This is an optimization exercise on Yosys and OpenROAD, whose aim is small area and a short achievable clock period, not a production implementation.
Only simulation tests tie the RTL to the original design; equivalence was not proved.
Power is estimated from default activity; no workload was simulated.

==> flow/design.v <==
module fft_frame_buffer #(
  parameter int unsigned DATA_W = 16,
  parameter int unsigned N_LOG2 = 6
) (
  input  logic              clk,
  input  logic              rst,
  input  logic [DATA_W-1:0] sample_in,
  input  logic              sample_valid,
  input  logic              frame_ready,
  output logic [DATA_W-1:0] dataOut,
  output logic              FFT_en,
  output logic              frame_start,
  output logic              overflow
);
  localparam int unsigned N = 1 << N_LOG2;
  localparam int unsigned R = 8;    
  logic                state_q;
  logic [1:0]          full_q, full_d;
  logic                wr_bank_q, rd_bank_q;
  logic [N_LOG2-1:0]   wr_idx_q, rd_idx_q;
  logic                start_c, issue_c, last_c;
  logic                bank_free_c, accept_c, drop_c, wr_last_c;
  logic [DATA_W-1:0]   ring_q [2][R][R];    
  logic [DATA_W-1:0]   stg_q [R];           
  logic [2:0]          t_q;                 
  logic [2:0]          un_q, un1_q;
  logic                eq0_c, eq1_c;
  logic [DATA_W-1:0]   sin_q;               
  logic                we_q;
  logic [2:0]          wq_q;                
  logic [2*R-1:0]      ins_q;               
  logic                podd_c;              
  logic [R/2-1:0]      tp_q;                
  logic [2*R-1:0]      sel_q;               
  logic [DATA_W-1:0]   tap_c, dly1_q, dly2_q;
  function automatic logic [2:0] rev3(input logic [2:0] a);
    rev3 = {a[0], a[1], a[2]};
  endfunction
  always_comb begin
    issue_c     = state_q;
    last_c      = state_q && (rd_idx_q == N_LOG2'(N - 1));
    start_c     = !state_q && full_q[rd_bank_q] && frame_ready;
    bank_free_c = !full_q[wr_bank_q] || (last_c && (rd_bank_q == wr_bank_q));
    accept_c    = sample_valid && bank_free_c;
    drop_c      = sample_valid && !bank_free_c;
    wr_last_c   = accept_c && (wr_idx_q == N_LOG2'(N - 1));
  end
  always_comb begin
    full_d = full_q;
    for (int b = 0; b < 2; b++) begin
      if (last_c && (rd_bank_q == 1'(b))) begin
        full_d[b] = 1'b0;
      end
      if (wr_last_c && (wr_bank_q == 1'(b))) begin
        full_d[b] = 1'b1;
      end
    end
  end
  always_ff @(posedge clk) begin
    if (rst) begin
      state_q   <= 1'b0;
      full_q    <= '0;
      wr_bank_q <= 1'b0;
      wr_idx_q  <= '0;
      rd_bank_q <= 1'b0;
      rd_idx_q  <= '0;
      overflow  <= 1'b0;
    end else begin
      full_q <= full_d;
      if (start_c) begin
        state_q <= 1'b1;
      end else if (last_c) begin
        state_q <= 1'b0;
      end
      if (accept_c) begin
        wr_idx_q <= wr_idx_q + N_LOG2'(1);
        if (wr_last_c) begin
          wr_bank_q <= ~wr_bank_q;
        end
      end
      if (drop_c) begin
        overflow <= 1'b1;
      end
      if (start_c) begin
        rd_idx_q <= '0;
      end else if (issue_c) begin
        rd_idx_q <= rd_idx_q + N_LOG2'(1);
      end
      if (last_c) begin
        rd_bank_q <= ~rd_bank_q;
      end
    end
  end
  always_ff @(posedge clk) begin
    sin_q <= sample_in;
    we_q  <= accept_c && !rst;
    wq_q  <= wr_idx_q[2:0];
    for (int r = 0; r < R; r++) begin
      if (we_q && (wq_q == 3'(r))) begin
        stg_q[r] <= sin_q;
      end
    end
  end
  always_ff @(posedge clk) begin
    t_q   <= rst ? 3'd0 : t_q + 3'd1;
    un_q  <= rev3(t_q + 3'd3);
    un1_q <= rev3(t_q + 3'd3) + 3'd1;
  end
  always_comb begin
    eq0_c = (wr_idx_q[5:3] == un_q);
    eq1_c = (wr_idx_q[5:3] == un1_q);
  end
  always_ff @(posedge clk) begin
    for (int r = 0; r < R; r++) begin
      logic older, dbank;
      older = (3'(r) >= wr_idx_q[2:0]);
      dbank = wr_bank_q ^ (older && (wr_idx_q[5:3] == 3'd0));
      for (int b = 0; b < 2; b++) begin
        ins_q[b*R + r] <= (dbank == 1'(b)) && (older ? eq1_c : eq0_c);
      end
    end
  end
  always_ff @(posedge clk) begin
    for (int b = 0; b < 2; b++) begin
      for (int r = 0; r < R; r++) begin
        for (int p = 1; p < R; p++) begin
          ring_q[b][r][p] <= ring_q[b][r][p-1];
        end
        ring_q[b][r][0] <= ins_q[b*R + r] ? stg_q[r] : ring_q[b][r][R-1];
      end
    end
  end
  assign podd_c = t_q[0] ^ rd_idx_q[0];
  always_ff @(posedge clk) begin
    logic       cont;
    logic [2:0] p, q;
    logic [N_LOG2:0] w;
    logic       tb;
    logic [2:0] tr, pn;
    cont = state_q && !last_c;
    p    = t_q - rd_idx_q[2:0];
    q    = p - 3'd1;
    w    = {1'b0, rd_idx_q} + (podd_c ? 7'd2 : 7'd3);
    if (cont && !w[N_LOG2]) begin
      tb = rd_bank_q;
      tr = rev3(w[5:3]);
      pn = q;
    end else if (cont) begin
      tb = !rd_bank_q;
      tr = 3'd0;
      pn = t_q + 3'd1;
    end else begin
      tb = rd_bank_q ^ last_c;
      tr = 3'd0;
      pn = start_c ? t_q : t_q + 3'd1;
    end
    for (int i = 0; i < R / 2; i++) begin
      tp_q[i] <= (pn[2:1] == 2'(i));
    end
    for (int b = 0; b < 2; b++) begin
      for (int r = 0; r < R; r++) begin
        sel_q[b*R + r] <= (tb == 1'(b)) && (tr == 3'(r));
      end
    end
  end
  always_comb begin
    tap_c = '0;
    for (int p = 0; p < R / 2; p++) begin
      logic [DATA_W-1:0] x;
      x = '0;
      for (int b = 0; b < 2; b++) begin
        for (int r = 0; r < R; r++) begin
          x = x | (ring_q[b][r][2*p] & {DATA_W{sel_q[b*R + r]}});
        end
      end
      tap_c = tap_c | (x & {DATA_W{tp_q[p]}});
    end
  end
  always_ff @(posedge clk) begin
    dly1_q  <= tap_c;
    dly2_q  <= dly1_q;
    dataOut <= podd_c ? dly1_q : dly2_q;
    if (rst) begin
      FFT_en      <= 1'b0;
      frame_start <= 1'b0;
    end else begin
      FFT_en      <= issue_c;
      frame_start <= issue_c && (rd_idx_q == '0);
    end
  end
endmodule
export LEC_CHECK = 0
export CAP_MARGIN = 20
export CORE_MARGIN = 2
export CORE_UTILIZATION = 55
export CTS_CLUSTER_DIAMETER = 80
export CTS_CLUSTER_SIZE = 30
export PLACE_DENSITY = 0.7
export SETUP_SLACK_MARGIN = 2.7
export SLEW_MARGIN = 20
create_clock -name core_clock -period 4.5 [get_ports {clk}]
run.sh (not shown) runs the stock make flow with config.mk's settings and CLKGATE_MAP_FILE= SYNTH_SCRIPT=/design/flow/synth_recipe.tcl, a recipe that flattens the netlist after the stock synthesis.
Next try:
Settings changed: PLACE_DENSITY 0.7 to 0.85, SETUP_SLACK_MARGIN 2.7 to 2.6.
Clock-buffer cell count rose by 3; wire length rose by 3.9%; flip-flop and latch count does not change; cell area fell by 1.0%.
Next try:
Settings changed: PLACE_DENSITY 0.85 to 0.7.
The changed run produced a clean layout; via count came out lower by a few percent; sequential share of layout area went up by 0.42 points; maximum frequency rises by a few percent; wire length went down by a few percent; non-clock buffer count increases by 1; global-route usage came out lower by 0.84 points; die area stays the same; design area shrinks slightly; hold slack gains 15 ps.
Next try:
Settings changed: PLACE_DENSITY 0.7 to 0.75.
Outcome: The new run completed without violations. Critical path depth is unchanged. Utilization barely changes. Count of clock-buffer cells in the layout goes up by 8. Fmax is about the same. Sequential power hardly moves. Clock power grows by about 0.5%. Cell area barely changes. Power barely changes. Register-to-register slack stays flat.

==> static timing again, ports no longer ideal <==
The flow's constraints put no driver on any port. The routed layouts listed below were extracted and timed again, unchanged, in two steps.
Step 1, drivers: a clkbuf_16 drives clk and a buf_2 each remaining input, both assumed.
Step 2 also shifts input and output timing later by t, the mid clock arrival at the registers, as if the neighbouring blocks saw the same clock.
a / b / c = ideal / step 1 / step 2; a / b = the first two.
run	t, ns	slack for setup (ns)	hold slack, ns	latest minus earliest clock arrival (ns)
the first run	0.773	2.398 / 2.324 / 2.050	0.321 / 0.321 / 0.321	0.045 / 0.046
the second run	0.766	2.318 / 2.318 / 2.059	0.304 / 0.304 / 0.304	0.047 / 0.048
the third run	0.767	2.404 / 2.331 / 2.031	0.319 / 0.319 / 0.319	0.038 / 0.038
the fourth run	0.744	2.408 / 2.340 / 2.054	0.323 / 0.323 / 0.323	0.043 / 0.042
After both steps setup and hold are still met in every run listed. For the third run, which loses most, drivers alone change the setup slack by -0.073 ns; drivers and shift together by -0.373 ns.
